Context: an optimization exercise on an open-source flow, tuned for a short achievable clock period. The choices shown serve that exercise and are no tape-out recipe.
At most, simulation tests tie the RTL to the original design; equivalence was not proved.
For runs 4 and 5, only the layout was checked, not whether the RTL still works.
The flow treats the clock pin as an ideal source, which a real chip does not have.
Power and IR drop assume default switching activity.

==> flow/design.v <==
module branch_predictor #(
  parameter int ENTRIES = 16,
  parameter int INDEX_W = 4
) (
  input  logic        clk_i,
  input  logic        rst_i,
  input  logic [31:0] fetch_pc_i,
  output logic [31:0] next_pc_o,
  output logic        pred_taken_o,
  output logic [31:0] pred_target_o,
  input  logic        mem_stall_i,
  input  logic        upd_valid_i,
  input  logic [31:0] upd_pc_i,
  input  logic        upd_taken_i,
  input  logic [31:0] upd_target_i,
  input  logic        upd_pred_taken_i,
  input  logic [31:0] upd_pred_target_i,
  output logic        mispredict_o,
  output logic [31:0] redirect_pc_o,
  output logic [31:0] branch_cnt_o,
  output logic [31:0] mispred_cnt_o
);
  localparam int TAG_W = 30 - INDEX_W;
  typedef enum logic [1:0] {
    CTR_SN = 2'b00,
    CTR_WN = 2'b01,
    CTR_WT = 2'b10,
    CTR_ST = 2'b11
  } ctr_e;
  logic [ENTRIES-1:0]       valid_q;
  logic [ENTRIES-1:0][1:0]  ctr_q;
  logic [TAG_W-1:0]         tag_q    [ENTRIES];
  logic [31:0]              target_q [ENTRIES];
  logic [31:0] branch_cnt_q;
  logic [31:0] mispred_cnt_q;
  logic [INDEX_W-1:0] fetch_idx;
  logic [TAG_W-1:0]   fetch_tag;
  logic [ENTRIES-1:0] fetch_sv;    
  logic [ENTRIES-1:0] fetch_st;    
  logic [ENTRIES-1:0] fetch_nh;    
  logic [ENTRIES-1:0] fetch_nt;    
  logic [31:0]        fetch_tgt;
  assign fetch_idx = fetch_pc_i[INDEX_W+1:2];
  assign fetch_tag = fetch_pc_i[31:INDEX_W+2];
  logic [ENTRIES-1:0] fetch_dec;
  logic [31:0]        fetch_tgt_n;
  always_comb begin
    for (int i = 0; i < ENTRIES; i++) begin
      fetch_dec[i] = (fetch_idx == i[INDEX_W-1:0]);
      fetch_sv[i]  = fetch_dec[i] && valid_q[i];
      fetch_st[i]  = fetch_dec[i] && valid_q[i] && ctr_q[i][1];
    end
  end
  for (genvar k = 0; k < 32; k++) begin : g_tgt
    logic [7:0] u;
    logic [1:0] w;
    for (genvar p = 0; p < 8; p++) begin : g_u
      bp_a22oi u_u (.a1(fetch_dec[2*p]), .a2(target_q[2*p][k]),
                    .b1(fetch_dec[2*p+1]), .b2(target_q[2*p+1][k]), .y(u[p]));
    end
    bp_nand4 u_w0 (.a(u[0]), .b(u[1]), .c(u[2]), .d(u[3]), .y(w[0]));
    bp_nand4 u_w1 (.a(u[4]), .b(u[5]), .c(u[6]), .d(u[7]), .y(w[1]));
    bp_nor2  u_t  (.a(w[0]), .b(w[1]), .y(fetch_tgt_n[k]));
  end
  assign fetch_tgt = ~fetch_tgt_n;
  logic [TAG_W-1:0] fetch_tag_n [4];
  for (genvar c = 0; c < 4; c++) begin : g_tag_n
    for (genvar b = 0; b < TAG_W; b++) begin : g_b
      bp_inv u_inv (.a(fetch_tag[b]), .y(fetch_tag_n[c][b]));
    end
  end
  for (genvar i = 0; i < ENTRIES; i++) begin : g_cmp
    logic [TAG_W-1:0] x;
    logic [5:0]       a;
    logic [2:0]       e;
    logic             eh, et;
    for (genvar b = 0; b < TAG_W; b++) begin : g_x
      bp_xor2 u_x (.a(fetch_tag_n[i/4][b]), .b(tag_q[i][b]), .y(x[b]));
    end
    for (genvar j = 0; j < 6; j++) begin : g_a
      bp_nand4 u_a (.a(x[4*j]), .b(x[4*j+1]), .c(x[4*j+2]), .d(x[4*j+3]), .y(a[j]));
    end
    for (genvar j = 0; j < 3; j++) begin : g_e
      bp_nor2 u_e (.a(a[2*j]), .b(a[2*j+1]), .y(e[j]));
    end
    bp_and3  u_eh (.a(x[24]), .b(x[25]), .c(fetch_sv[i]), .y(eh));
    bp_and3  u_et (.a(x[24]), .b(x[25]), .c(fetch_st[i]), .y(et));
    bp_nand4 u_nh (.a(e[0]), .b(e[1]), .c(e[2]), .d(eh), .y(fetch_nh[i]));
    bp_nand4 u_nt (.a(e[0]), .b(e[1]), .c(e[2]), .d(et), .y(fetch_nt[i]));
  end
  logic [3:0] hq, tq;
  logic [7:0] hit_c, take_c;
  logic [1:0] tr0;
  for (genvar j = 0; j < 4; j++) begin : g_q
    bp_nand4 u_hq (.a(fetch_nh[4*j]), .b(fetch_nh[4*j+1]), .c(fetch_nh[4*j+2]), .d(fetch_nh[4*j+3]), .y(hq[j]));
    bp_nand4 u_tq (.a(fetch_nt[4*j]), .b(fetch_nt[4*j+1]), .c(fetch_nt[4*j+2]), .d(fetch_nt[4*j+3]), .y(tq[j]));
  end
  for (genvar c = 0; c < 4; c++) begin : g_r
    logic [1:0] hr, tr;
    for (genvar j = 0; j < 2; j++) begin : g_j
      bp_nor2 u_hr (.a(hq[2*j]), .b(hq[2*j+1]), .y(hr[j]));
      bp_nor2 u_tr (.a(tq[2*j]), .b(tq[2*j+1]), .y(tr[j]));
    end
    for (genvar d = 0; d < 2; d++) begin : g_c
      bp_nand2 u_hit  (.a(hr[0]), .b(hr[1]), .y(hit_c[2*c+d]));
      bp_nand2 u_take (.a(tr[0]), .b(tr[1]), .y(take_c[2*c+d]));
    end
  end
  for (genvar j = 0; j < 2; j++) begin : g_tr0
    bp_nor2 u_tr (.a(tq[2*j]), .b(tq[2*j+1]), .y(tr0[j]));
  end
  bp_nand2 u_taken (.a(tr0[0]), .b(tr0[1]), .y(pred_taken_o));
  logic [31:0] fetch_seq_n;
  bp_inc_n #(.W(30)) u_fetch_inc (.a_i(fetch_pc_i[31:2]), .yn_o(fetch_seq_n[31:2]));
  assign fetch_seq_n[1:0] = ~fetch_pc_i[1:0];
  for (genvar k = 0; k < 32; k++) begin : g_o
    bp_mux2i u_next (.s(take_c[k/4]), .a1(fetch_tgt_n[k]), .a0(fetch_seq_n[k]), .y(next_pc_o[k]));
    bp_and2  u_ptgt (.a(hit_c[k/4]), .b(fetch_tgt[k]), .y(pred_target_o[k]));
  end
  assign mispredict_o  = upd_valid_i &&
                         ((upd_taken_i != upd_pred_taken_i) ||
                          (upd_taken_i && (upd_target_i != upd_pred_target_i)));
  logic [31:0] upd_seq_n;
  logic [31:0] upd_target_n;
  bp_inc_n #(.W(30)) u_upd_inc (.a_i(upd_pc_i[31:2]), .yn_o(upd_seq_n[31:2]));
  assign upd_seq_n[1:0] = ~upd_pc_i[1:0];
  assign upd_target_n   = ~upd_target_i;
  for (genvar k = 0; k < 32; k++) begin : g_redirect
    bp_mux2i u_mux (.s(upd_taken_i), .a1(upd_target_n[k]), .a0(upd_seq_n[k]), .y(redirect_pc_o[k]));
  end
  logic [INDEX_W-1:0] upd_idx;
  logic [TAG_W-1:0]   upd_tag;
  logic               upd_hit;
  logic               upd_en;
  assign upd_idx = upd_pc_i[INDEX_W+1:2];
  assign upd_tag = upd_pc_i[31:INDEX_W+2];
  assign upd_hit = valid_q[upd_idx] && (tag_q[upd_idx] == upd_tag);
  assign upd_en  = upd_valid_i && !mem_stall_i;
  logic unused_pc_bits;
  assign unused_pc_bits = ^{fetch_pc_i[1:0], upd_pc_i[1:0]};
  always_ff @(posedge clk_i or posedge rst_i) begin
    if (rst_i) begin
      valid_q       <= '0;
      ctr_q         <= {ENTRIES{CTR_WN}};
      branch_cnt_q  <= '0;
      mispred_cnt_q <= '0;
    end else if (upd_en) begin
      branch_cnt_q <= branch_cnt_q + 32'd1;
      if (mispredict_o) begin
        mispred_cnt_q <= mispred_cnt_q + 32'd1;
      end
      if (upd_hit) begin
        if (upd_taken_i) begin
          if (ctr_q[upd_idx] != CTR_ST) ctr_q[upd_idx] <= ctr_q[upd_idx] + 2'd1;
        end else begin
          if (ctr_q[upd_idx] != CTR_SN) ctr_q[upd_idx] <= ctr_q[upd_idx] - 2'd1;
        end
      end else if (upd_taken_i) begin
        valid_q[upd_idx] <= 1'b1;
        ctr_q[upd_idx]   <= CTR_WT;
      end
    end
  end
  always_ff @(posedge clk_i) begin
    if (!rst_i && upd_en && upd_taken_i) begin
      target_q[upd_idx] <= upd_target_i;
      if (!upd_hit) begin
        tag_q[upd_idx] <= upd_tag;
      end
    end
  end
  assign branch_cnt_o  = branch_cnt_q;
  assign mispred_cnt_o = mispred_cnt_q;
endmodule
module bp_inc_n #(
  parameter int W = 30
) (
  input  logic [W-1:0] a_i,
  output logic [W-1:0] yn_o
);
  logic [W-1:0] cn;
  bp_carry_n #(.W(W)) u_carry (.a_i(a_i), .cn_o(cn));
  assign yn_o[0] = a_i[0];
  for (genvar k = 1; k < W; k++) begin : g_x
    bp_xor2 u_x (.a(a_i[k]), .b(cn[k]), .y(yn_o[k]));
  end
endmodule
module bp_carry_n #(
  parameter int W = 30
) (
  input  logic [W-1:0] a_i,
  output logic [W-1:0] cn_o
);
  always_comb begin
    logic [W-1:0] p;
    p = a_i;
    for (int d = 1; d < W; d = 2 * d) begin
      for (int k = W - 1; k >= d; k--) p[k] = p[k] & p[k-d];
    end
    cn_o[0] = 1'b0;
    for (int k = 1; k < W; k++) cn_o[k] = !p[k-1];
  end
endmodule
module bp_xnor2 (input logic a, input logic b, output logic y);
  assign y = !(a ^ b);
endmodule
module bp_inv (input logic a, output logic y);
  assign y = !a;
endmodule
module bp_xor2 (input logic a, input logic b, output logic y);
  assign y = a ^ b;
endmodule
module bp_nand2 (input logic a, input logic b, output logic y);
  assign y = !(a && b);
endmodule
module bp_nand4 (input logic a, input logic b, input logic c, input logic d, output logic y);
  assign y = !(a && b && c && d);
endmodule
module bp_and3 (input logic a, input logic b, input logic c, output logic y);
  assign y = a && b && c;
endmodule
module bp_nor2 (input logic a, input logic b, output logic y);
  assign y = !(a || b);
endmodule
module bp_nor3 (input logic a, input logic b, input logic c, output logic y);
  assign y = !(a || b || c);
endmodule
module bp_and2 (input logic a, input logic b, output logic y);
  assign y = a && b;
endmodule
module bp_a22oi (input logic a1, input logic a2, input logic b1, input logic b2, output logic y);
  assign y = !(a1 && a2 || b1 && b2);
endmodule
module bp_mux2i (input logic s, input logic a1, input logic a0, output logic y);
  assign y = !(s ? a1 : a0);
endmodule
==> flow/flow/run.sh <==
#!/bin/bash
# Standard layout, with the delay cells (clkdlybuf4s*, dlygate*, dlymetal*,
# dlybuf*) kept out of port buffering and timing repair. Synthesis is the
# standard one, run unchanged first; the later steps source flow/dont_use.tcl
# through ORFS's PRE_<step>_TCL hooks. Each tool's output goes to a log here.
set -euo pipefail
H="$PWD/flow/dont_use.tcl"
bash standard.sh synth > synth.log 2>&1
bash standard.sh \
  PRE_FLOORPLAN_TCL="$H" PRE_GLOBAL_PLACE_TCL="$H" PRE_RESIZE_TCL="$H" \
  PRE_DETAIL_PLACE_TCL="$H" PRE_CTS_TCL="$H" PRE_GLOBAL_ROUTE_TCL="$H" \
  PRE_DETAIL_ROUTE_TCL="$H" PRE_FILLCELL_TCL="$H" \
  POST_CTS_TCL="$PWD/flow/cts_post.tcl" \
  finish > layout.log 2>&1
==> flow/flow/cts_post.tcl <==
# Extra setup repair after CTS's own, with a larger margin, then legalize.
estimate_parasitics -placement
repair_timing -setup -setup_margin 3.0 -verbose
detailed_placement
check_placement -verbose
estimate_parasitics -placement
puts "after extra cts repair: worst slack [worst_slack -max]"
==> flow/flow/dont_use.tcl <==
# Keep delay cells out of port buffering and timing repair.
set_dont_use [get_lib_cells {sky130_fd_sc_hd__clkdlybuf4s* sky130_fd_sc_hd__dlygate* sky130_fd_sc_hd__dlymetal* sky130_fd_sc_hd__dlybuf*}]
==> flow/standard.sh <==
#!/bin/bash
# synth_recipe.tcl (not shown) runs the flow's synth.tcl, then flattens the netlist and writes it again
# the make line also repeats each setting of config.mk as NAME=value (left out here)
make -C /OpenROAD-flow-scripts/flow DESIGN_CONFIG=/design/flow/config.mk WORK_HOME=/design/flow/orfs CLKGATE_MAP_FILE= SYNTH_SCRIPT=/design/flow/synth_recipe.tcl "${@:-finish}"
==> flow/config.mk <==
export PLATFORM = sky130hd
export DESIGN_NAME = branch_predictor
export DESIGN_NICKNAME = branch_predictor
export VERILOG_FILES = /design/flow/design.v
export SDC_FILE = /design/flow/constraint.sdc
export NUM_CORES = 4
export LEC_CHECK = 0
export ABC_CLOCK_PERIOD_IN_PS = 4000
export CAP_MARGIN = 20
export CORE_MARGIN = 2
export CORE_UTILIZATION = 40
export SETUP_SLACK_MARGIN = 2.5
export SLEW_MARGIN = 20
export SYNTH_HIERARCHICAL = 1
==> flow/constraint.sdc <==
create_clock -name core_clock -period 7.0 [get_ports {clk_i}]
set_input_delay 1.4000 -clock core_clock [delete_from_list [all_inputs] [get_ports {clk_i}]]
set_output_delay 1.4000 -clock core_clock [all_outputs]
set_load 0.01 [all_outputs]
==> results of run 1 <==
-- routing by layer --
metal | track usage [%] | up-vias
li1 | - | 14800
met3 | 4.69 | 368
met2 | 45.6 | 1991
met4 | 13.2 | 0
met1 | 37.5 | 18200
met5 | 0 | -
-- report_power, final --
part / switching [mW] / leakage, nW / internal (mW)
clock: 2.49 / 1.70 / 3.23
combinational: 0.968 / 11.6 / 0.601
sequential: 0.102 / 9.75 / 6.86
-- path summary, 6_finish.rpt --
check                             startpoint                 to  slack, ps  cells past startpoint
max in group asynchronous              rst_i          ctr_q[11]       4490                      3
max                           fetch_pc_i[14]      next_pc_o[25]       2100                     13
min                        mispred_cnt_q[31]  mispred_cnt_q[31]        460                      1
min reg2reg                mispred_cnt_q[31]  mispred_cnt_q[31]        460                      1
min in group asynchronous              rst_i         valid_q[8]       1010                      2
max reg2reg                      tag_q[1][2]       tag_q[0][14]       3190                     15
-- sequential cells by signal, indices dropped and copies added, names as in the netlist --
name,count
mispred_cnt_q,32
valid_q,16
ctr_q,32
target_q,512
tag_q,416
branch_cnt_q,32
-- layout make-up --
type | instances | area share [%]
Clock inverter | 61 | 0.821
Tap cell | 1637 | 3.13
Inverter | 215 | 1.46
Clock buffer | 142 | 4.52
Timing Repair Buffer | 823 | 11.4
Multi-Input combinational cell | 2098 | 31.7
Sequential cell | 1040 | 46.9
-- worst max-delay path, delay by kind of cell --
kind / cells / cell delay, ps
simple gates: 6 / 790
buf+inv: 5 / 770
mux: 1 / 300
xor+xnor: 1 / 220
-- stage by stage --
| stage | worst slack (ps) | hold WS, ps | std cells | power [mW] |
|---|---|---|---|---|
| floorplan | 1300 | 442 | 3415 | 7.76 |
| global placement | 643 | 456 | 5462 | 8.32 |
| detailed placement | 613 | 461 | 5463 | 8.33 |
| global route | 2070 | 491 | 6016 | 14.7 |
| finish | 2100 | 463 | 6016 | 14.3 |
==> impl_results.html, run 1 <==
<table>
<tr><th>Metric</th><th>Value</th></tr>
<tr><th colspan="2">Floorplan</th></tr>
<tr><td>Chip width</td><td>356 µm</td></tr>
<tr><td>Area of the core</td><td>approximately 120,000 µm²</td></tr>
<tr><td>Die area</td><td>approximately 130,000 µm²</td></tr>
<tr><td>Top-level port count</td><td>slightly below 300</td></tr>
<tr><td>Initial cell density of the core</td><td>between 40 and 50%</td></tr>
<tr><td>Row count</td><td>129</td></tr>
<tr><td>DIE HEIGHT</td><td>between 300 and 400 µm</td></tr>
<tr><th colspan="2">Timing</th></tr>
<tr><td>Tcrit/Tclk final</td><td>70.0%</td></tr>
<tr><td>Sum of negative setup slack</td><td>0 ps</td></tr>
<tr><td>Final count of pins violating max slew</td><td>0</td></tr>
<tr><td>Final number of setup-violating endpoints</td><td>0</td></tr>
<tr><td>Slew at the pin closest to its max-slew limit</td><td>1120 ps</td></tr>
<tr><td>Setup repair after global routing missed its margin</td><td>yes</td></tr>
<tr><td>Max Clock Skew</td><td>approximately 38 ps</td></tr>
<tr><td>Final hold violation count</td><td>0</td></tr>
<tr><td>Crit path time final</td><td>4900 ps</td></tr>
<tr><td>Timing-limited maximum frequency</td><td>204 MHz</td></tr>
<tr><td>Worst-case headroom to the max-slew limit</td><td>24.8%</td></tr>
<tr><th colspan="2">Detailed routing</th></tr>
<tr><td>Vias after detailed routing</td><td>approximately 35,000</td></tr>
<tr><td>Met2 wire length</td><td>87.2 mm</td></tr>
<tr><td>Initial drt markers</td><td>between 3,000 and 4,000</td></tr>
<tr><td>Router iterations before antenna repair</td><td>7</td></tr>
<tr><td>Met1 layer wirelength in the final routing</td><td>a little over 70 mm</td></tr>
<tr><td>Met3 wire len</td><td>16.8 mm</td></tr>
<tr><td>Final wirelength</td><td>around 180 mm</td></tr>
<tr><td>Number of antenna-violating nets in the routed design</td><td>0</td></tr>
<tr><td>Vias/cell</td><td>about 5.9</td></tr>
<tr><td>Avg WL per Cell</td><td>30.6 µm</td></tr>
<tr><td>Drt drc</td><td>0</td></tr>
<tr><td>Uppermost signal routing layer after detailed routing</td><td>met4</td></tr>
<tr><th colspan="2">GRT</th></tr>
<tr><td>Initial antenna violation count</td><td>4</td></tr>
<tr><td>First-pass GRT wire length</td><td>between 200 and 300 mm</td></tr>
<tr><td>Largest net degree at the start of global routing</td><td>just over 70</td></tr>
<tr><td>Grt ovf</td><td>0</td></tr>
<tr><td>GRT Resource Usage Total</td><td>approximately 28%</td></tr>
<tr><td>Via count of the first global-routing pass</td><td>roughly 34,000</td></tr>
<tr><th colspan="2">Place</th></tr>
<tr><td>Estimated wirelength of the detail-placed design</td><td>about 120 mm</td></tr>
<tr><td>Port buffer count</td><td>between 200 and 300</td></tr>
<tr><td>Weighted congestion at the end of routability-driven global placement</td><td>0.951</td></tr>
<tr><td>Placed Area</td><td>around 54,000 µm²</td></tr>
<tr><th colspan="2">Layout</th></tr>
<tr><td>Total Nets Final</td><td>between 4,000 and 5,000</td></tr>
<tr><td>Ant. Diodes</td><td>0</td></tr>
<tr><td>Register area</td><td>a little over 30,000 µm²</td></tr>
<tr><td>Footprint of the multi-input gates</td><td>around 21,000 µm²</td></tr>
<tr><td>Final standard cell area without fillers</td><td>between 60,000 and 70,000 µm²</td></tr>
<tr><td>Most common library cell in the layout ignoring fill and taps</td><td>edfxtp_1</td></tr>
<tr><td>Number of inserted filler cells in the final layout</td><td>roughly 10,000</td></tr>
<tr><td>Layout cells sized above 1</td><td>36.6%</td></tr>
<tr><td>Util after Layout</td><td>around 53%</td></tr>
<tr><td>Top library cells by usage in the layout, fill and taps aside</td><td>edfxtp_1, xor2_1, buf_1</td></tr>
<tr><td>Area growth, synth to finish</td><td>31.8%</td></tr>
<tr><th colspan="2">Outcome</th></tr>
<tr><td>Result of the run</td><td>finished clean</td></tr>
<tr><th colspan="2">Setup path</th></tr>
<tr><td>Crit path launch type</td><td>input port</td></tr>
<tr><td>Worst Path Class, Setup</td><td>in -&gt; out</td></tr>
<tr><td>Arrival time at the worst endpoint</td><td>roughly 3500 ps</td></tr>
<tr><td>Largest fanout on the critical path</td><td>5</td></tr>
<tr><td>CP max-delay cell</td><td>mux2i_4</td></tr>
<tr><td>Worst EP required</td><td>5600 ps</td></tr>
<tr><td>Maximum single-stage delay on the critical path</td><td>about 300 ps</td></tr>
<tr><td>Critical Path End Type</td><td>output port</td></tr>
<tr><td>Cell-by-cell trace of the critical path</td><td>buf_4 &gt; inv_2 &gt; xor2_1 &gt; nand4_1 &gt; nor2_4 &gt; nand4_1 &gt; nand4_1 &gt; buf_6 &gt; nor2_4 &gt; buf_6 &gt; nand2_8 &gt; mux2i_4 &gt; buf_6</td></tr>
<tr><th colspan="2">Logic synthesis</th></tr>
<tr><td>Cells after Synth</td><td>3,415</td></tr>
<tr><td>Average footprint of a synthesized cell</td><td>about 15 µm²</td></tr>
<tr><td>Synthesized Nets</td><td>about 3,600</td></tr>
<tr><td>Post-synth design cell area</td><td>a little under 50,000 µm²</td></tr>
<tr><td>Yosys synthesis warning count</td><td>9</td></tr>
<tr><th colspan="2">Power</th></tr>
<tr><td>Leakage power of the design</td><td>around 23 nW</td></tr>
<tr><td>Power density relative to cell area</td><td>218 nW/µm²</td></tr>
<tr><td>IR Drop Worst-Case VDD</td><td>roughly 0.19 mV</td></tr>
<tr><th colspan="2">CTS</th></tr>
<tr><td>Clock latency of the later-clocked register in the worst-skew pair</td><td>~730 ps</td></tr>
<tr><td>Clock sink count</td><td>1,040</td></tr>
<tr><td>CTS tree</td><td>done</td></tr>
<tr><td>CTS clock-pin slew for the worst setup and hold paths</td><td>~60 ps</td></tr>
<tr><th colspan="2">Hold path</th></tr>
<tr><td>Class of the tightest hold or removal check</td><td>reg -&gt; reg</td></tr>
<tr><th colspan="2">Flow run</th></tr>
<tr><td>Count of max-cap constraint violations</td><td>0</td></tr>
</table>
==> run 2: changes to the inputs <==
--- a/flow/flow/run.sh
+++ b/flow/flow/run.sh
@@ -10,5 +10,5 @@
   PRE_FLOORPLAN_TCL="$H" PRE_GLOBAL_PLACE_TCL="$H" PRE_RESIZE_TCL="$H" \
   PRE_DETAIL_PLACE_TCL="$H" PRE_CTS_TCL="$H" PRE_GLOBAL_ROUTE_TCL="$H" \
   PRE_DETAIL_ROUTE_TCL="$H" PRE_FILLCELL_TCL="$H" \
-  POST_CTS_TCL="$PWD/flow/cts_post.tcl" \
+  POST_CTS_TCL="$PWD/flow/cts_post.tcl" POST_GLOBAL_ROUTE_TCL="$PWD/flow/grt_post.tcl" \
   finish > layout.log 2>&1
==> flow/flow/grt_post.tcl (new file) <==
# Extra setup repair after global routing's own, then legalize and reroute
# the nets that changed.
global_route -start_incremental
estimate_parasitics -global_routing
repair_timing -setup -setup_margin 3.0 -verbose
detailed_placement
global_route -end_incremental
estimate_parasitics -global_routing
puts "after extra grt repair: worst slack [worst_slack -max]"
==> run 2 against run 1 <==
Effect of this change:
- still clean
- sequential power is essentially flat
- clock skew increased by 2.1 ps
- maximum frequency about the same
- hold slack is essentially flat
- final area grew 1.6%
- critical endpoint is now next_pc_o[3]
- highest routed layer unchanged
==> impl_results.html, run 2 <==
<table>
<tr><th>Metric</th><th>Value</th></tr>
<tr><th colspan="2">Timing</th></tr>
<tr><td>Worst-case headroom to the max-slew limit</td><td>22.7% (-2.1 points)</td></tr>
<tr><td>Post-route worst hold slack</td><td>463 ps (+0.0210 ps)</td></tr>
<tr><td>Max Clock Skew</td><td>39.7 ps (+2.12 ps)</td></tr>
<tr><td>Final hold violation count</td><td>0 (unchanged)</td></tr>
<tr><td>Final number of setup-violating endpoints</td><td>0 (unchanged)</td></tr>
<tr><td>Setup slack after layout</td><td>2100 ps (+1.98 ps)</td></tr>
<tr><td>Slew at the pin closest to its max-slew limit</td><td>1150 ps (+30.7 ps)</td></tr>
<tr><td>Crit path time final</td><td>4900 ps (-1.98 ps)</td></tr>
<tr><td>Sum of negative setup slack</td><td>0 ps (unchanged)</td></tr>
<tr><td>Final count of pins violating max slew</td><td>0 (unchanged)</td></tr>
<tr><td>Timing-limited maximum frequency</td><td>204 MHz (about the same)</td></tr>
<tr><td>Tcrit/Tclk final</td><td>70.0% (about the same)</td></tr>
<tr><th colspan="2">CTS</th></tr>
<tr><td>CTS tree</td><td>done</td></tr>
<tr><td>Clock latency of the later-clocked register in the worst-skew pair</td><td>730 ps (about the same)</td></tr>
<tr><td>Clock sink count</td><td>1,040 (unchanged)</td></tr>
<tr><td>CTS clock-pin slew for the worst setup and hold paths</td><td>60 ps (about the same)</td></tr>
<tr><th colspan="2">Detailed routing</th></tr>
<tr><td>Vias after detailed routing</td><td>35,700 (+0.96%)</td></tr>
<tr><td>Met2 wire length</td><td>87.3 mm (+0.16%)</td></tr>
<tr><td>Met3 wire len</td><td>18.5 mm (+10%)</td></tr>
<tr><td>Initial drt markers</td><td>4,202 (+6.5%)</td></tr>
<tr><td>Avg WL per Cell</td><td>30.7 µm (+0.35%)</td></tr>
<tr><td>Router iterations before antenna repair</td><td>6 (-1)</td></tr>
<tr><td>Vias/cell</td><td>5.89 (+0.21%)</td></tr>
<tr><td>Number of antenna-violating nets in the routed design</td><td>0 (unchanged)</td></tr>
<tr><td>Drt drc</td><td>0 (unchanged)</td></tr>
<tr><td>Uppermost signal routing layer after detailed routing</td><td>met4</td></tr>
<tr><td>Final wirelength</td><td>186 mm (+1.1%)</td></tr>
<tr><td>Met1 layer wirelength in the final routing</td><td>69.3 mm (-1.5%)</td></tr>
<tr><th colspan="2">Setup path</th></tr>
<tr><td>Critical Path End Type</td><td>output port</td></tr>
<tr><td>Maximum single-stage delay on the critical path</td><td>280 ps (-20 ps)</td></tr>
<tr><td>Top cell by count, worst path</td><td>buf_6</td></tr>
<tr><td>Worst Path Class, Setup</td><td>in -&gt; out</td></tr>
<tr><td>CP Buf/Inv Count</td><td>5 (unchanged)</td></tr>
<tr><td>Arrival time at the worst endpoint</td><td>3500 ps (about the same)</td></tr>
<tr><td>Crit path launch type</td><td>input port</td></tr>
<tr><td>CP max-delay cell</td><td>mux2i_4</td></tr>
<tr><td>Cell-by-cell trace of the critical path</td><td>buf_16 &gt; buf_6 &gt; nor2_4 &gt; and3_4 &gt; and2_4 &gt; and3_4 &gt; nand4_1 &gt; nand4_1 &gt; buf_6 &gt; nor2_4 &gt; buf_6 &gt; nand2_8 &gt; mux2i_4 &gt; buf_6</td></tr>
<tr><td>Worst EP required</td><td>5600 ps (about the same)</td></tr>
<tr><td>Largest fanout on the critical path</td><td>6 (+1)</td></tr>
<tr><td>Category of cells accounting for the largest share of critical-path delay</td><td>simple AND/OR/NAND/NOR gates</td></tr>
<tr><th colspan="2">Floorplan</th></tr>
<tr><td>Top-level port count</td><td>296 (unchanged)</td></tr>
<tr><td>DIE HEIGHT</td><td>356 µm (unchanged)</td></tr>
<tr><td>Row count</td><td>129 (unchanged)</td></tr>
<tr><td>Initial cell density of the core</td><td>40.2% (unchanged)</td></tr>
<tr><td>Chip width</td><td>356 µm (unchanged)</td></tr>
<tr><td>Area of the core</td><td>123,000 µm² (unchanged)</td></tr>
<tr><td>Die area</td><td>127,000 µm² (unchanged)</td></tr>
<tr><th colspan="2">Power</th></tr>
<tr><td>IR Drop Worst-Case VDD</td><td>0.190 mV (about the same)</td></tr>
<tr><td>Overall power consumption</td><td>14.3 mW (+0.34%)</td></tr>
<tr><td>Power density relative to cell area</td><td>215 nW/µm² (-1.3%)</td></tr>
<tr><td>Leakage power of the design</td><td>23.5 nW (+1.9%)</td></tr>
<tr><th colspan="2">Logic synthesis</th></tr>
<tr><td>Average footprint of a synthesized cell</td><td>14.5 µm² (unchanged)</td></tr>
<tr><td>Post-synth design cell area</td><td>49,600 µm² (unchanged)</td></tr>
<tr><td>Cells after Synth</td><td>3,415 (unchanged)</td></tr>
<tr><td>Synthesized Nets</td><td>3,557 (unchanged)</td></tr>
<tr><td>Yosys synthesis warning count</td><td>9 (unchanged)</td></tr>
<tr><th colspan="2">Place</th></tr>
<tr><td>Port buffer count</td><td>295 (unchanged)</td></tr>
<tr><td>Placed Area</td><td>54,200 µm² (unchanged)</td></tr>
<tr><td>Number of placed instances with taps included</td><td>5,463 (unchanged)</td></tr>
<tr><td>Weighted congestion at the end of routability-driven global placement</td><td>0.951 (unchanged)</td></tr>
<tr><td>Dpl ws</td><td>613 ps (unchanged)</td></tr>
<tr><td>Estimated wirelength of the detail-placed design</td><td>122 mm (unchanged)</td></tr>
<tr><th colspan="2">GRT</th></tr>
<tr><td>First-pass GRT wire length</td><td>255 mm (unchanged)</td></tr>
<tr><td>Via count of the first global-routing pass</td><td>34,300 (unchanged)</td></tr>
<tr><td>GRT Resource Usage Total</td><td>28.3% (unchanged)</td></tr>
<tr><td>Initial antenna violation count</td><td>4 (unchanged)</td></tr>
<tr><td>Largest net degree at the start of global routing</td><td>72 (unchanged)</td></tr>
<tr><td>Grt ovf</td><td>0 (unchanged)</td></tr>
<tr><th colspan="2">Flow run</th></tr>
<tr><td>Count of max-cap constraint violations</td><td>0 (unchanged)</td></tr>
<tr><th colspan="2">Layout</th></tr>
<tr><td>Final standard cell area without fillers</td><td>66,500 µm² (+1.6%)</td></tr>
<tr><td>Most flops, register</td><td>target_q</td></tr>
<tr><td>Number of flip-flops in the largest register</td><td>512 (unchanged)</td></tr>
<tr><td>Footprint of the multi-input gates</td><td>21,000 µm² (+1.2%)</td></tr>
<tr><td>Most common library cell in the layout ignoring fill and taps</td><td>edfxtp_1</td></tr>
<tr><td>Top library cells by usage in the layout, fill and taps aside</td><td>edfxtp_1, xor2_1, buf_1</td></tr>
<tr><td>Largest registers</td><td>target_q x512, tag_q x416</td></tr>
<tr><td>Area growth, synth to finish</td><td>33.9%</td></tr>
<tr><td>Util after Layout</td><td>53.8% (+0.85 points)</td></tr>
<tr><td>Layout cells sized above 1</td><td>38.0% (+1.4 points)</td></tr>
<tr><td>Register area</td><td>30,700 µm² (unchanged)</td></tr>
<tr><td>Number of inserted filler cells in the final layout</td><td>9,988 (-1.4%)</td></tr>
<tr><td>Cell Count, Final, Fillers Out</td><td>6,061 (+0.75%)</td></tr>
<tr><td>Total Nets Final</td><td>4,474 (+0.99%)</td></tr>
<tr><th colspan="2">Outcome</th></tr>
<tr><td>Result of the run</td><td>finished clean</td></tr>
<tr><th colspan="2">Hold path</th></tr>
<tr><td>Class of the tightest hold or removal check</td><td>reg -&gt; reg</td></tr>
</table>
[run 2: power breakdown]
group	total [mW]	internal [mW]	switching [mW]
combinational	1.62	0.634	0.986
sequential	6.97	6.86	0.102
clock	5.72	3.23	2.49
[run 2: metal layers]
| metal | vias to the layer above | track usage [%] |
|---|---|---|
| li1 | 14900 | - |
| met1 | 18200 | 37.5 |
| met2 | 2121 | 45.6 |
| met3 | 422 | 4.69 |
| met4 | 0 | 13.2 |
| met5 | - | 0 |
[run 2: worst reg2reg max path: stages, from the launching register on]
cell	delay, ps
edfxtp_1	480
mux4_2	530
mux4_2	540
xnor2_4	220
nand2_2	100
or3_4	410
nor4b_4	290
buf_6	160
buf_6	110
buf_12	110
buf_1	130
buf_6	120
nor3_4	40
buf_6	190
buf_12	150
[run 2: final timing paths]
check                                       start                end  slack (ps)  cells past startpoint
worst max-delay path                fetch_pc_i[3]       next_pc_o[3]        2100                     14
worst min-delay path            mispred_cnt_q[31]  mispred_cnt_q[31]         460                      1
worst max register to register        tag_q[1][2]       tag_q[8][14]        3160                     14
worst min register to register  mispred_cnt_q[31]  mispred_cnt_q[31]         460                      1
max in group asynchronous                   rst_i          ctr_q[11]        4480                      3
min in group asynchronous                   rst_i         valid_q[8]        1010                      2
[run 2: layout make-up]
| cell class | instances | area share, % |
|---|---|---|
| antenna | 1 | 0.00377 |
| clock buffer | 142 | 4.45 |
| clock inverter | 61 | 0.808 |
| inverter | 215 | 1.51 |
| multi-input combinational | 2098 | 31.6 |
| sequential | 1040 | 46.2 |
| tap | 1637 | 3.08 |
| timing repair buffer | 867 | 12.4 |
==> run 3: changes to the inputs <==
--- a/flow/flow/run.sh
+++ b/flow/flow/run.sh
@@ -10,5 +10,4 @@
   PRE_FLOORPLAN_TCL="$H" PRE_GLOBAL_PLACE_TCL="$H" PRE_RESIZE_TCL="$H" \
   PRE_DETAIL_PLACE_TCL="$H" PRE_CTS_TCL="$H" PRE_GLOBAL_ROUTE_TCL="$H" \
   PRE_DETAIL_ROUTE_TCL="$H" PRE_FILLCELL_TCL="$H" \
-  POST_CTS_TCL="$PWD/flow/cts_post.tcl" POST_GLOBAL_ROUTE_TCL="$PWD/flow/grt_post.tcl" \
   finish > layout.log 2>&1
removed: flow/flow/cts_post.tcl
removed: flow/flow/grt_post.tcl
==> run 3 against run 2 <==
Effect of this change:
- hold slack about the same
- final area decreased by 4.4%
- register-to-register slack improved by 60 ps
- clock skew decreased by 1.2 ps
- synthesized cell count unchanged
- sequential share of layout area increased by 2.1 points
- combinational power decreased by 6%
- total power decreased by 0.64%
- critical path type unchanged
- largest power group unchanged
- highest routed layer unchanged
==> impl_results.html, run 3 <==
<table>
<tr><th>Metric</th><th>Value</th></tr>
<tr><th colspan="2">Logic synthesis</th></tr>
<tr><td>Average footprint of a synthesized cell</td><td>14.5 µm² (unchanged)</td></tr>
<tr><td>Post-synth design cell area</td><td>49,600 µm² (unchanged)</td></tr>
<tr><td>Synthesized Nets</td><td>3,557 (unchanged)</td></tr>
<tr><td>Yosys synthesis warning count</td><td>9 (unchanged)</td></tr>
<tr><td>Cells after Synth</td><td>3,415 (unchanged)</td></tr>
<tr><th colspan="2">Detailed routing</th></tr>
<tr><td>Router iterations before antenna repair</td><td>5 (-1)</td></tr>
<tr><td>Vias after detailed routing</td><td>34,600 (-3.0%)</td></tr>
<tr><td>Initial drt markers</td><td>3,974 (-5.4%)</td></tr>
<tr><td>Met3 wire len</td><td>15.9 mm (-14%)</td></tr>
<tr><td>Met1 layer wirelength in the final routing</td><td>69.9 mm (+0.83%)</td></tr>
<tr><td>Avg WL per Cell</td><td>30.2 µm (-1.9%)</td></tr>
<tr><td>Number of antenna-violating nets in the routed design</td><td>0 (unchanged)</td></tr>
<tr><td>Drt drc</td><td>0 (unchanged)</td></tr>
<tr><td>Final wirelength</td><td>178 mm (-4.3%)</td></tr>
<tr><td>Uppermost signal routing layer after detailed routing</td><td>met4</td></tr>
<tr><td>Met2 wire length</td><td>83.5 mm (-4.4%)</td></tr>
<tr><td>Vias/cell</td><td>5.86 (-0.48%)</td></tr>
<tr><th colspan="2">GRT</th></tr>
<tr><td>First-pass GRT wire length</td><td>245 mm (-3.7%)</td></tr>
<tr><td>Via count of the first global-routing pass</td><td>33,100 (-3.5%)</td></tr>
<tr><td>GRT Resource Usage Total</td><td>27.2% (-1.1 points)</td></tr>
<tr><td>Grt ovf</td><td>0 (unchanged)</td></tr>
<tr><td>Initial antenna violation count</td><td>3 (-1)</td></tr>
<tr><td>Largest net degree at the start of global routing</td><td>72 (unchanged)</td></tr>
<tr><th colspan="2">Floorplan</th></tr>
<tr><td>Die area</td><td>127,000 µm² (unchanged)</td></tr>
<tr><td>Top-level port count</td><td>296 (unchanged)</td></tr>
<tr><td>Chip width</td><td>356 µm (unchanged)</td></tr>
<tr><td>Initial cell density of the core</td><td>40.2% (unchanged)</td></tr>
<tr><td>Row count</td><td>129 (unchanged)</td></tr>
<tr><td>Area of the core</td><td>123,000 µm² (unchanged)</td></tr>
<tr><td>DIE HEIGHT</td><td>356 µm (unchanged)</td></tr>
<tr><th colspan="2">CTS</th></tr>
<tr><td>Clock sink count</td><td>1,040 (unchanged)</td></tr>
<tr><td>Clock latency of the later-clocked register in the worst-skew pair</td><td>730 ps (about the same)</td></tr>
<tr><td>Clock buffers created by TritonCTS</td><td>110</td></tr>
<tr><td>CTS clock-pin slew for the worst setup and hold paths</td><td>60 ps (about the same)</td></tr>
<tr><td>Post-CTS Hold Fix Bufs</td><td>0</td></tr>
<tr><td>CTS tree</td><td>done</td></tr>
<tr><th colspan="2">Outcome</th></tr>
<tr><td>Result of the run</td><td>finished clean</td></tr>
<tr><th colspan="2">Timing</th></tr>
<tr><td>Timing-limited maximum frequency</td><td>203 MHz (-0.44%)</td></tr>
<tr><td>Final number of setup-violating endpoints</td><td>0 (unchanged)</td></tr>
<tr><td>Final count of pins violating max slew</td><td>0 (unchanged)</td></tr>
<tr><td>Slew at the pin closest to its max-slew limit</td><td>1200 ps (+48.5 ps)</td></tr>
<tr><td>Setup repair after global routing missed its margin</td><td>yes</td></tr>
<tr><td>Crit path time final</td><td>4920 ps (+21.4 ps)</td></tr>
<tr><td>Final hold violation count</td><td>0 (unchanged)</td></tr>
<tr><td>Max Clock Skew</td><td>38.5 ps (-1.15 ps)</td></tr>
<tr><td>Worst-case headroom to the max-slew limit</td><td>19.4% (-3.3 points)</td></tr>
<tr><td>Sum of negative setup slack</td><td>0 ps (unchanged)</td></tr>
<tr><td>Tcrit/Tclk final</td><td>70.3% (+0.31 points)</td></tr>
<tr><th colspan="2">Layout</th></tr>
<tr><td>Area growth, synth to finish</td><td>28.0%</td></tr>
<tr><td>Most flops, register</td><td>target_q</td></tr>
<tr><td>Most common library cell in the layout ignoring fill and taps</td><td>edfxtp_1</td></tr>
<tr><td>Layout cells sized above 1</td><td>34.2% (-3.8 points)</td></tr>
<tr><td>Number of flip-flops in the largest register</td><td>512 (unchanged)</td></tr>
<tr><td>Largest registers</td><td>target_q x512, tag_q x416</td></tr>
<tr><td>Top library cells by usage in the layout, fill and taps aside</td><td>edfxtp_1, xor2_1, buf_1</td></tr>
<tr><td>Total Nets Final</td><td>4,322 (-3.4%)</td></tr>
<tr><td>Cell Count, Final, Fillers Out</td><td>5,909 (-2.5%)</td></tr>
<tr><th colspan="2">Place</th></tr>
<tr><td>Estimated wirelength of the detail-placed design</td><td>122 mm (unchanged)</td></tr>
<tr><td>Number of placed instances with taps included</td><td>5,463 (unchanged)</td></tr>
<tr><td>Port buffer count</td><td>295 (unchanged)</td></tr>
<tr><td>Weighted congestion at the end of routability-driven global placement</td><td>0.951 (unchanged)</td></tr>
<tr><th colspan="2">Power</th></tr>
<tr><td>Leakage power of the design</td><td>22.2 nW (-5.5%)</td></tr>
<tr><td>IR Drop Worst-Case VDD</td><td>0.191 mV (+0.62%)</td></tr>
<tr><td>Power density relative to cell area</td><td>224 nW/µm² (+3.9%)</td></tr>
<tr><td>Overall power consumption</td><td>14.2 mW (-0.64%)</td></tr>
<tr><th colspan="2">Hold path</th></tr>
<tr><td>End point of the worst hold path</td><td>mispred_cnt_q[31]</td></tr>
<tr><td>Depth of the worst hold-timing path</td><td>1 (unchanged)</td></tr>
<tr><td>Class of the tightest hold or removal check</td><td>reg -&gt; reg</td></tr>
<tr><td>Worst Min Path Start</td><td>mispred_cnt_q[31]</td></tr>
<tr><th colspan="2">Setup path</th></tr>
<tr><td>Reg2reg path depth</td><td>12 (-2)</td></tr>
<tr><td>Endpoint of the lowest-slack register-to-register path</td><td>tag_q[10][1]</td></tr>
<tr><td>Slack of the worst reg-to-reg path</td><td>3220 ps (+60 ps)</td></tr>
<tr><td>Crit path launch type</td><td>input port</td></tr>
<tr><td>Arrival time at the worst endpoint</td><td>3520 ps (+20 ps)</td></tr>
<tr><td>Reg-to-reg startpoint</td><td>tag_q[1][2]</td></tr>
<tr><td>Largest fanout on the critical path</td><td>5 (-1)</td></tr>
<tr><td>Critical Path End Type</td><td>output port</td></tr>
<tr><td>Worst Path Class, Setup</td><td>in -&gt; out</td></tr>
<tr><td>Worst EP required</td><td>5600 ps (about the same)</td></tr>
<tr><th colspan="2">Flow run</th></tr>
<tr><td>Count of max-cap constraint violations</td><td>0 (unchanged)</td></tr>
</table>
-- run 3: where the power goes --
group | internal [mW] | leakage, nW | switching, mW
registers | 6.86 | 9.75 | 0.100
clock network | 3.23 | 1.70 | 2.49
logic | 0.579 | 10.8 | 0.949
total | 10.7 | 22.2 | 3.54
-- run 3: timing repair --
item / 4_1_cts / 5_1_grt
cloned: 8 / 10
buffers inserted: 140 / 84
setup endpoints to repair: 607 / 518
resized for setup: 844 / 353
pin swaps: 206 / 148
-- run 3: worst max-delay path: stages --
cell and delay (ps):
buf_8 130, inv_2 110, xor2_1 210, nand4_1 200, nor2_4 260, nand4_1 120
nand4_1 130, buf_6 180, nor2_4 60, buf_6 120, nand2_8 120, mux2i_4 300
buf_6 140
-- run 3: cell type report --
type	count	area (µm²)
fill	10300	59900
sequential	1040	30700
multi-input combinational	2096	20500
timing repair buffer	717	5830
clock buffer	142	2960
tap	1637	2050
inverter	215	953
clock inverter	61	537
antenna	1	2.50
-- run 3: layer usage --
layer	vias up	track usage (%)
met5	-	0
met4	0	11.8
met3	331	4.56
met2	1906	43.5
met1	17800	36.6
li1	14600	-
-- run 3: worst max path at each step --
stage,from,to,slack [ps],depth (start not counted)
2_1_floorplan,fetch_pc_i[4],next_pc_o[0],1300,9
3_3_place_gp,upd_pc_i[2],tag_q[7][12],640,12
3_5_place_dp,upd_pc_i[2],tag_q[15][4],610,12
4_1_cts,fetch_pc_i[2],next_pc_o[3],2150,13
5_1_grt,fetch_pc_i[15],next_pc_o[3],2050,14
6_report,fetch_pc_i[10],next_pc_o[25],2080,13
-- run 3: stage by stage --
stage	utilization, %	instance area (µm²)	hold slack, ps	setup slack, ps
3_3_place_gp	43.8	54100	456	643
2_1_floorplan	-	50300	442	1300
6_report	51.5	63500	463	2080
3_5_place_dp	43.9	54200	461	613
5_1_grt	51.5	63500	496	2050
4_1_cts	49.9	61600	469	2150
==> run 4: changes to the inputs <==
--- a/flow/design.v
+++ b/flow/design.v
@@ -114,7 +114,9 @@
   bp_inc_n #(.W(30)) u_fetch_inc (.a_i(fetch_pc_i[31:2]), .yn_o(fetch_seq_n[31:2]));
   assign fetch_seq_n[1:0] = ~fetch_pc_i[1:0];
   for (genvar k = 0; k < 32; k++) begin : g_o
-    bp_mux2i u_next (.s(take_c[k/4]), .a1(fetch_tgt_n[k]), .a0(fetch_seq_n[k]), .y(next_pc_o[k]));
+    logic tn;
+    bp_nand2 u_tn   (.a(take_c[k/4]), .b(fetch_tgt[k]), .y(tn));
+    bp_o21ai u_next (.a1(take_c[k/4]), .a2(fetch_seq_n[k]), .b1(tn), .y(next_pc_o[k]));
     bp_and2  u_ptgt (.a(hit_c[k/4]), .b(fetch_tgt[k]), .y(pred_target_o[k]));
   end
   assign mispredict_o  = upd_valid_i &&
@@ -231,6 +233,9 @@
 module bp_a22oi (input logic a1, input logic a2, input logic b1, input logic b2, output logic y);
   assign y = !(a1 && a2 || b1 && b2);
 endmodule
+module bp_o21ai (input logic a1, input logic a2, input logic b1, output logic y);
+  assign y = !((a1 || a2) && b1);
+endmodule
 module bp_mux2i (input logic s, input logic a1, input logic a0, output logic y);
   assign y = !(s ? a1 : a0);
 endmodule
==> run 4 against run 3 <==
Effect of this change:
- sequential cell count unchanged
- clock skew down 18 ps
- critical path type unchanged
- highest routed layer unchanged
- sequential power about the same
- total power down 0.42%
- hold slack better by 6.9 ps
- still clean on timing, DRC and antenna
- non-clock buffer count down 113
- sequential share of layout area up 1.5 points
==> impl_results.html, run 4 <==
<table>
<tr><th>Metric</th><th>Value</th></tr>
<tr><th colspan="2">Power</th></tr>
<tr><td>Leakage power of the design</td><td>21.5 nW (-3.1%)</td></tr>
<tr><td>Overall power consumption</td><td>14.2 mW (-0.42%)</td></tr>
<tr><td>Power density relative to cell area</td><td>230 nW/µm² (+2.8%)</td></tr>
<tr><td>IR Drop Worst-Case VDD</td><td>0.239 mV (+25%)</td></tr>
<tr><th colspan="2">Detailed routing</th></tr>
<tr><td>Final wirelength</td><td>175 mm (-1.6%)</td></tr>
<tr><td>Avg WL per Cell</td><td>30.1 µm (-0.13%)</td></tr>
<tr><td>Vias/cell</td><td>5.84 (-0.38%)</td></tr>
<tr><td>Number of antenna-violating nets in the routed design</td><td>0 (unchanged)</td></tr>
<tr><td>Router iterations before antenna repair</td><td>5 (unchanged)</td></tr>
<tr><td>Initial drt markers</td><td>4,091 (+2.9%)</td></tr>
<tr><td>Vias after detailed routing</td><td>34,000 (-1.8%)</td></tr>
<tr><td>Drt drc</td><td>0 (unchanged)</td></tr>
<tr><th colspan="2">Timing</th></tr>
<tr><td>Final hold violation count</td><td>0 (unchanged)</td></tr>
<tr><td>Sum of negative setup slack</td><td>0 ps (unchanged)</td></tr>
<tr><td>Crit path time final</td><td>4850 ps (-70.1 ps)</td></tr>
<tr><td>Tcrit/Tclk final</td><td>69.3% (-1.0 points)</td></tr>
<tr><td>Final number of setup-violating endpoints</td><td>0 (unchanged)</td></tr>
<tr><td>Timing-limited maximum frequency</td><td>206 MHz (+1.4%)</td></tr>
<tr><td>Slew at the pin closest to its max-slew limit</td><td>986 ps (-212 ps)</td></tr>
<tr><td>Setup slack after layout</td><td>2150 ps (+70.1 ps)</td></tr>
<tr><td>Max Clock Skew</td><td>20.4 ps (-18.1 ps)</td></tr>
<tr><td>Final count of pins violating max slew</td><td>0 (unchanged)</td></tr>
<tr><td>Setup repair after global routing missed its margin</td><td>yes</td></tr>
<tr><td>Post-route worst hold slack</td><td>470 ps (+6.88 ps)</td></tr>
<tr><td>Worst-case headroom to the max-slew limit</td><td>34.1% (+15 points)</td></tr>
<tr><th colspan="2">GRT</th></tr>
<tr><td>Via count of the first global-routing pass</td><td>32,900 (-0.64%)</td></tr>
<tr><td>Met3 Track Usage GR</td><td>4.57% (+0.010 points)</td></tr>
<tr><td>First-pass GRT wire length</td><td>243 mm (-0.78%)</td></tr>
<tr><td>Gr busiest metal</td><td>met2</td></tr>
<tr><td>Met2 track demand over resource</td><td>43.0% (-0.48 points)</td></tr>
<tr><td>Met1 Usage GRT</td><td>36.8% (+0.17 points)</td></tr>
<tr><td>GRT Resource Usage Total</td><td>27.0% (-0.18 points)</td></tr>
<tr><td>Initial antenna violation count</td><td>2 (-1)</td></tr>
<tr><td>Grt ovf</td><td>0 (unchanged)</td></tr>
<tr><td>Largest net degree at the start of global routing</td><td>64 (-11%)</td></tr>
<tr><th colspan="2">Floorplan</th></tr>
<tr><td>Area of the core</td><td>123,000 µm² (-0.13%)</td></tr>
<tr><td>Top-level port count</td><td>296 (unchanged)</td></tr>
<tr><td>Die area</td><td>127,000 µm² (about the same)</td></tr>
<tr><td>Initial cell density of the core</td><td>40.2% (about the same)</td></tr>
<tr><td>Row count</td><td>129 (unchanged)</td></tr>
<tr><td>Chip width</td><td>356 µm (about the same)</td></tr>
<tr><td>DIE HEIGHT</td><td>356 µm (about the same)</td></tr>
<tr><th colspan="2">Logic synthesis</th></tr>
<tr><td>Yosys synthesis warning count</td><td>9 (unchanged)</td></tr>
<tr><td>Cells after Synth</td><td>3,447 (+0.94%)</td></tr>
<tr><td>Synthesized Nets</td><td>3,589 (+0.90%)</td></tr>
<tr><td>Average footprint of a synthesized cell</td><td>14.4 µm² (-1.0%)</td></tr>
<tr><td>Post-synth design cell area</td><td>49,600 µm² (about the same)</td></tr>
<tr><th colspan="2">Setup path</th></tr>
<tr><td>Worst Path Class, Setup</td><td>in -&gt; out</td></tr>
<tr><td>Reg2reg path depth</td><td>12 (unchanged)</td></tr>
<tr><td>Critical Path End Type</td><td>output port</td></tr>
<tr><td>Worst EP required</td><td>5600 ps (about the same)</td></tr>
<tr><td>Crit path launch type</td><td>input port</td></tr>
<tr><td>Arrival time at the worst endpoint</td><td>3450 ps (-70 ps)</td></tr>
<tr><td>Slack of the worst reg-to-reg path</td><td>3250 ps (+30 ps)</td></tr>
<tr><td>Largest fanout on the critical path</td><td>8 (+3)</td></tr>
<tr><th colspan="2">Layout</th></tr>
<tr><td>Layout cells sized above 1</td><td>31.6% (-2.6 points)</td></tr>
<tr><td>Top library cells by usage in the layout, fill and taps aside</td><td>edfxtp_1, xor2_1, a22oi_2</td></tr>
<tr><td>Area growth, synth to finish</td><td>24.1%</td></tr>
<tr><td>Number of flip-flops in the largest register</td><td>512 (unchanged)</td></tr>
<tr><td>Largest registers</td><td>target_q x512, tag_q x416</td></tr>
<tr><td>Final standard cell area without fillers</td><td>61,600 µm² (-3.1%)</td></tr>
<tr><td>Most common library cell in the layout ignoring fill and taps</td><td>edfxtp_1</td></tr>
<tr><td>Total Nets Final</td><td>4,240 (-1.9%)</td></tr>
<tr><td>Most flops, register</td><td>target_q</td></tr>
<tr><th colspan="2">Outcome</th></tr>
<tr><td>Result of the run</td><td>finished clean</td></tr>
<tr><th colspan="2">Hold path</th></tr>
<tr><td>Depth of the worst hold-timing path</td><td>1 (unchanged)</td></tr>
<tr><td>Class of the tightest hold or removal check</td><td>reg -&gt; reg</td></tr>
<tr><th colspan="2">CTS</th></tr>
<tr><td>Clock buffers created by TritonCTS</td><td>109 (-0.91%)</td></tr>
<tr><td>CTS tree</td><td>done</td></tr>
<tr><td>Post-CTS Hold Fix Bufs</td><td>0 (unchanged)</td></tr>
<tr><td>CTS clock-pin slew for the worst setup and hold paths</td><td>60 ps (about the same)</td></tr>
<tr><td>Clock sink count</td><td>1,040 (unchanged)</td></tr>
<tr><td>Clock latency of the later-clocked register in the worst-skew pair</td><td>710 ps (-20 ps)</td></tr>
<tr><th colspan="2">Place</th></tr>
<tr><td>Placed Area</td><td>54,300 µm² (+0.20%)</td></tr>
<tr><td>Weighted congestion at the end of routability-driven global placement</td><td>0.917 (-3.5%)</td></tr>
<tr><td>Port buffer count</td><td>295 (unchanged)</td></tr>
<tr><td>Estimated wirelength of the detail-placed design</td><td>122 mm (+0.61%)</td></tr>
<tr><td>Dpl ws</td><td>739 ps (+126 ps)</td></tr>
<tr><th colspan="2">Flow run</th></tr>
<tr><td>Count of max-cap constraint violations</td><td>0 (unchanged)</td></tr>
</table>
==> run 4: path summary, 6_finish.rpt <==
path / startpoint / to
setup reg to reg: tag_q[4][22] / tag_q[6][21]
max in group asynchronous: rst_i / mispred_cnt_q[18]
hold / removal: branch_cnt_q[31] / branch_cnt_q[31]
min in group asynchronous: rst_i / ctr_q[29]
hold reg to reg: branch_cnt_q[31] / branch_cnt_q[31]
setup / recovery: fetch_pc_i[2] / next_pc_o[14]
==> run 4: what timing repair did <==
action,CTS,global route
pin swaps,91,113
cloned,8,2
setup buffers,86,40
resized for setup,492,348
setup endpoints to repair,565,485
==> run 4: final cells by class <==
type	instances	area, µm²
Clock inverter	64	653
Sequential cell	1040	30700
Tap cell	1637	2050
Inverter	215	863
Clock buffer	131	2850
Antenna cell	3	7.51
Fill cell	10600	61700
Multi-Input combinational cell	2128	20100
Timing Repair Buffer	604	4390
==> run 4: where the power goes <==
group	leakage (nW)	switching [mW]	internal, mW
Combinational	10.1	0.919	0.519
Sequential	9.75	0.104	6.86
Clock	1.69	2.45	3.30
==> run 4: per-stage QoR <==
step | util [%] | std cells
floorplan | - | 3447
global placement | 43.9 | 5482
detailed placement | 44.0 | 5486
CTS | 48.7 | 5775
global route | 49.9 | 5819
finish | 49.9 | 5822
==> run 4: worst max-delay path, cell delays in order <==
cell and delay, ps:
buf_12 120, and2_4 190, and3_4 190, and2_4 150, and3_4 200, nand4_1 100, nand4_1 120, buf_6 180
nor2_4 260, nand2_4 170, o21ai_2 180, buf_2 150
==> run 4: per-layer routing <==
metal | vias to the layer above | wire (µm)
met2 | 1725 | 81600
met1 | 17500 | 70800
met3 | 358 | 14900
met4 | 0 | 8010
met5 | - | 0
li1 | 14400 | -
==> run 5: changes to the inputs <==
--- a/flow/design.v
+++ b/flow/design.v
@@ -63,19 +63,13 @@
     bp_nor2  u_t  (.a(w[0]), .b(w[1]), .y(fetch_tgt_n[k]));
   end
   assign fetch_tgt = ~fetch_tgt_n;
-  logic [TAG_W-1:0] fetch_tag_n [4];
-  for (genvar c = 0; c < 4; c++) begin : g_tag_n
-    for (genvar b = 0; b < TAG_W; b++) begin : g_b
-      bp_inv u_inv (.a(fetch_tag[b]), .y(fetch_tag_n[c][b]));
-    end
-  end
   for (genvar i = 0; i < ENTRIES; i++) begin : g_cmp
     logic [TAG_W-1:0] x;
     logic [5:0]       a;
     logic [2:0]       e;
     logic             eh, et;
     for (genvar b = 0; b < TAG_W; b++) begin : g_x
-      bp_xor2 u_x (.a(fetch_tag_n[i/4][b]), .b(tag_q[i][b]), .y(x[b]));
+      bp_xnor2 u_x (.a(fetch_tag[b]), .b(tag_q[i][b]), .y(x[b]));
     end
     for (genvar j = 0; j < 6; j++) begin : g_a
       bp_nand4 u_a (.a(x[4*j]), .b(x[4*j+1]), .c(x[4*j+2]), .d(x[4*j+3]), .y(a[j]));
==> run 5 against run 4 <==
Effect of this change:
- critical path depth is 4 higher
- routed wire length is 1.4% higher
- via count rose by 0.71%
- first-iteration DRC count fell by 9.5%
- cell count hardly changed
- clock skew rose by 9.1 ps
- sequential cell count stayed put
- utilization is 1.5 points higher
- sequential share of layout area down 0.95 points
- non-clock buffer count increased by 99
- sequential power about the same
- hold slack worse by 5.5 ps
- largest cell class unchanged
- largest power group unchanged
==> impl_results.html, run 5 <==
<table>
<tr><th>Metric</th><th>Value</th></tr>
<tr><th colspan="2">Outcome</th></tr>
<tr><td>Result of the run</td><td>finished clean</td></tr>
<tr><th colspan="2">Floorplan</th></tr>
<tr><td>Die area</td><td>126,000 µm² (-0.57%)</td></tr>
<tr><td>Area of the core</td><td>122,000 µm² (-1.0%)</td></tr>
<tr><td>Chip width</td><td>355 µm (-0.29%)</td></tr>
<tr><td>DIE HEIGHT</td><td>355 µm (-0.29%)</td></tr>
<tr><td>Top-level port count</td><td>296 (unchanged)</td></tr>
<tr><td>Row count</td><td>128 (-0.78%)</td></tr>
<tr><td>Initial cell density of the core</td><td>40.4% (+0.18 points)</td></tr>
<tr><th colspan="2">Setup path</th></tr>
<tr><td>Largest fanout on the critical path</td><td>8 (unchanged)</td></tr>
<tr><td>CP max-delay cell</td><td>nor2_4</td></tr>
<tr><td>Crit path launch type</td><td>input port</td></tr>
<tr><td>Maximum single-stage delay on the critical path</td><td>280 ps (+20 ps)</td></tr>
<tr><td>Critical Path End Type</td><td>output port</td></tr>
<tr><td>Worst EP required</td><td>5600 ps (about the same)</td></tr>
<tr><td>Slack of the worst reg-to-reg path</td><td>3270 ps (+20 ps)</td></tr>
<tr><td>Cell-by-cell trace of the critical path</td><td>buf_12 &gt; buf_12 &gt; buf_8 &gt; xnor2_1 &gt; nand4_1 &gt; nor2_4 &gt; nand4_1 &gt; nand4_1 &gt; buf_6 &gt; buf_6 &gt; nor2_4 &gt; buf_12 &gt; nand2_8 &gt; nand2_4 &gt; o21ai_2 &gt; buf_2</td></tr>
<tr><td>Arrival time at the worst endpoint</td><td>3530 ps (+80 ps)</td></tr>
<tr><td>Worst Path Class, Setup</td><td>in -&gt; out</td></tr>
<tr><td>CP Buf/Inv Count</td><td>7 (+4)</td></tr>
<tr><td>Category of cells accounting for the largest share of critical-path delay</td><td>buffers and inverters</td></tr>
<tr><th colspan="2">Power</th></tr>
<tr><td>Share of total power in the clock network</td><td>41.2% (+0.6 points)</td></tr>
<tr><td>Share of total power consumed by net switching</td><td>24.9% (+0.39 points)</td></tr>
<tr><td>Cell-internal power</td><td>10.9 mW (+2.1%)</td></tr>
<tr><td>Combinational share of power</td><td>10.7% (+0.5 points)</td></tr>
<tr><td>Overall power consumption</td><td>14.5 mW (+2.6%)</td></tr>
<tr><td>Power density relative to cell area</td><td>232 nW/µm² (+0.68%)</td></tr>
<tr><td>IR Drop Worst-Case VDD</td><td>0.202 mV (-16%)</td></tr>
<tr><td>Net switching power figure</td><td>3.63 mW (+4.3%)</td></tr>
<tr><td>Sequential cell fraction of total power</td><td>48.0% (-1.2 points)</td></tr>
<tr><td>Leakage power of the design</td><td>21.2 nW (-1.5%)</td></tr>
<tr><th colspan="2">Layout</th></tr>
<tr><td>Largest registers</td><td>target_q x512, tag_q x416</td></tr>
<tr><td>Most flops, register</td><td>target_q</td></tr>
<tr><td>Top library cells by usage in the layout, fill and taps aside</td><td>edfxtp_1, xnor2_1, a22oi_2</td></tr>
<tr><td>Util after Layout</td><td>51.4% (+1.5 points)</td></tr>
<tr><td>Layout cells sized above 1</td><td>33.9% (+2.3 points)</td></tr>
<tr><td>Area growth, synth to finish</td><td>27.3%</td></tr>
<tr><td>Cell Count, Final, Fillers Out</td><td>5,818 (-0.069%)</td></tr>
<tr><td>Number of flip-flops in the largest register</td><td>512 (unchanged)</td></tr>
<tr><td>Total Nets Final</td><td>4,239 (-0.024%)</td></tr>
<tr><td>Most common library cell in the layout ignoring fill and taps</td><td>edfxtp_1</td></tr>
<tr><th colspan="2">Timing</th></tr>
<tr><td>Max Clock Skew</td><td>29.5 ps (+9.14 ps)</td></tr>
<tr><td>Final count of pins violating max slew</td><td>0 (unchanged)</td></tr>
<tr><td>Slew at the pin closest to its max-slew limit</td><td>1080 ps (+94.8 ps)</td></tr>
<tr><td>Worst-case headroom to the max-slew limit</td><td>27.8% (-6.3 points)</td></tr>
<tr><td>Sum of negative setup slack</td><td>0 ps (unchanged)</td></tr>
<tr><td>Setup repair after global routing missed its margin</td><td>yes</td></tr>
<tr><td>Final hold violation count</td><td>0 (unchanged)</td></tr>
<tr><td>Setup slack after layout</td><td>2070 ps (-76.7 ps)</td></tr>
<tr><td>Timing-limited maximum frequency</td><td>203 MHz (-1.6%)</td></tr>
<tr><td>Tcrit/Tclk final</td><td>70.4% (+1.1 points)</td></tr>
<tr><td>Crit path time final</td><td>4930 ps (+76.7 ps)</td></tr>
<tr><td>Final number of setup-violating endpoints</td><td>0 (unchanged)</td></tr>
<tr><th colspan="2">Place</th></tr>
<tr><td>Port buffer count</td><td>295 (unchanged)</td></tr>
<tr><td>Dpl ws</td><td>899 ps (+160 ps)</td></tr>
<tr><td>Number of placed instances with taps included</td><td>5,392 (-1.7%)</td></tr>
<tr><td>Estimated wirelength of the detail-placed design</td><td>121 mm (-1.3%)</td></tr>
<tr><td>Weighted congestion at the end of routability-driven global placement</td><td>0.899 (-2.0%)</td></tr>
<tr><th colspan="2">CTS</th></tr>
<tr><td>Clock sink count</td><td>1,040 (unchanged)</td></tr>
<tr><td>Clock buffers created by TritonCTS</td><td>111 (+1.8%)</td></tr>
<tr><td>CTS clock-pin slew for the worst setup and hold paths</td><td>60 ps (about the same)</td></tr>
<tr><td>Clock latency of the later-clocked register in the worst-skew pair</td><td>730 ps (+20 ps)</td></tr>
<tr><td>CTS tree</td><td>done</td></tr>
<tr><th colspan="2">GRT</th></tr>
<tr><td>Largest net degree at the start of global routing</td><td>64 (unchanged)</td></tr>
<tr><td>GRT Resource Usage Total</td><td>27.7% (+0.70 points)</td></tr>
<tr><td>Initial antenna violation count</td><td>4 (+2)</td></tr>
<tr><td>Via count of the first global-routing pass</td><td>33,600 (+2.0%)</td></tr>
<tr><td>First-pass GRT wire length</td><td>249 mm (+2.3%)</td></tr>
<tr><td>Grt ovf</td><td>0 (unchanged)</td></tr>
<tr><th colspan="2">Detailed routing</th></tr>
<tr><td>Vias after detailed routing</td><td>34,200 (+0.71%)</td></tr>
<tr><td>Uppermost signal routing layer after detailed routing</td><td>met5</td></tr>
<tr><td>Met3 wire len</td><td>15.1 mm (+0.97%)</td></tr>
<tr><td>Avg WL per Cell</td><td>30.5 µm (+1.4%)</td></tr>
<tr><td>Met1 layer wirelength in the final routing</td><td>69.4 mm (-1.9%)</td></tr>
<tr><td>Router iterations before antenna repair</td><td>8 (+3)</td></tr>
<tr><td>Final wirelength</td><td>178 mm (+1.4%)</td></tr>
<tr><td>Met2 wire length</td><td>84.3 mm (+3.3%)</td></tr>
<tr><td>Number of antenna-violating nets in the routed design</td><td>0 (unchanged)</td></tr>
<tr><td>Vias/cell</td><td>5.88 (+0.78%)</td></tr>
<tr><td>Drt drc</td><td>0 (unchanged)</td></tr>
<tr><td>Initial drt markers</td><td>3,703 (-9.5%)</td></tr>
<tr><th colspan="2">Logic synthesis</th></tr>
<tr><td>Post-synth design cell area</td><td>49,300 µm² (-0.58%)</td></tr>
<tr><td>Yosys synthesis warning count</td><td>8 (-1)</td></tr>
<tr><td>Average footprint of a synthesized cell</td><td>14.7 µm² (+2.4%)</td></tr>
<tr><td>Synthesized Nets</td><td>3,488 (-2.8%)</td></tr>
<tr><td>Cells after Synth</td><td>3,346 (-2.9%)</td></tr>
<tr><th colspan="2">Flow run</th></tr>
<tr><td>Count of max-cap constraint violations</td><td>0 (unchanged)</td></tr>
<tr><th colspan="2">Hold path</th></tr>
<tr><td>Class of the tightest hold or removal check</td><td>reg -&gt; reg</td></tr>
</table>
[run 5: cell types whose count changed in the layout (fill, tap and decap cells not counted), sizes merged, moves of 18 or more]
cell | previous run | this run
buf | 549 | 657
nand2 | 163 | 142
nor3 | 48 | 30
inv | 208 | 118
xor2 | 509 | 114
xnor2 | 93 | 480
[run 5: layer usage]
| layer | GRT usage, % | vias to the layer above |
|---|---|---|
| li1 | - | 14500 |
| met1 | 36.3 | 17700 |
| met2 | 44.9 | 1701 |
| met3 | 5.08 | 332 |
| met4 | 12.4 | 2 |
| met5 | 0 | - |
[run 5: worst paths after layout]
path,depth (start not counted),to,from
max in group asynchronous,3,branch_cnt_q[28],rst_i
hold / removal,2,ctr_q[0],ctr_q[0]
setup / recovery,16,next_pc_o[26],fetch_pc_i[18]
hold reg to reg,2,ctr_q[0],ctr_q[0]
setup reg to reg,11,ctr_q[7],tag_q[15][20]
min in group asynchronous,2,ctr_q[9],rst_i
[run 5: what timing repair did]
item | in CTS | in global routing
hold buffers | 0 | 0
endpoints found under the setup margin | 648 | 457
gates resized for setup | 654 | 233
setup buffers | 154 | 40
pin swaps | 193 | 80
cloned | 22 | 1
[run 5: layout make-up]
class                           instances  area [µm²]
Sequential cell                      1040       30700
Clock inverter                         63         656
Multi-Input combinational cell       2126       20100
Timing Repair Buffer                  703        5780
Clock buffer                          145        3050
Inverter                              115         435
Antenna cell                            1        2.50
Fill cell                           10200       59300
Tap cell                             1625        2030
[run 5: power groups by stage]
stage	Clock (mW)	Sequential (mW)	Combinational [mW]
6_report	5.99	6.98	1.56
5_1_grt	6.27	6.99	1.64
4_1_cts	6.06	6.98	1.50
3_5_place_dp	0	7.10	1.30
3_3_place_gp	0	7.10	1.29
2_1_floorplan	0	7.08	0.690
[run 5: through the flow]
stage                     hold WS (ps)  cell area (µm²)
after floorplan                    438            49800
after global placement             454            53900
after detailed placement           455            54000
after CTS                          467            61800
after global routing               476            62800
final                              464            62800
[run 5: worst register-to-register path, cell delays in order (launching register included)]
cell	delay (ps)
edfxtp_1	430
mux4_2	540
o22ai_1	350
a31oi_1	110
xor2_1	210
nand2b_1	220
nor4b_4	360
buf_6	170
a41oi_4	210
buf_6	210
or4_1	560
a32o_1	230

separate check: timing with driven ports:
How much do the figures lean on ideal ports? The routed layouts below were timed once more, with nothing changed but the port constraints.
Step 1 assumes that a clkbuf_16 drives the clock port and a buf_2 every other input.
Step 2 also shifts input and output timing later by t, the mid clock arrival at the registers, as if the neighbouring blocks saw the same clock.
a / b / c = no drivers / after step 1 / after step 2; a / b = the first two.
run	t (ns)	setup WS [ns]	worst setup path after step 2	latest minus earliest clock arrival (ns)	cell pins on the clock port's net
run 1	0.790	2.098 / 1.946 / 1.196	input to register	0.038 / 0.037	1
run 2	0.790	2.100 / 1.911 / 1.121	input to register	0.040 / 0.040	1
run 3	0.790	2.079 / 1.940 / 1.339	input to register	0.038 / 0.038	1
run 4	0.775	2.149 / 1.993 / 1.419	input to register	0.026 / 0.026	1
run 5	0.792	2.072 / 1.982 / 1.458	input to register	0.033 / 0.033	1
After both steps every run listed still meets setup and hold. The setup slack of run 2, which loses most, moves by -0.189 ns with the drivers and by -0.979 ns with both steps.
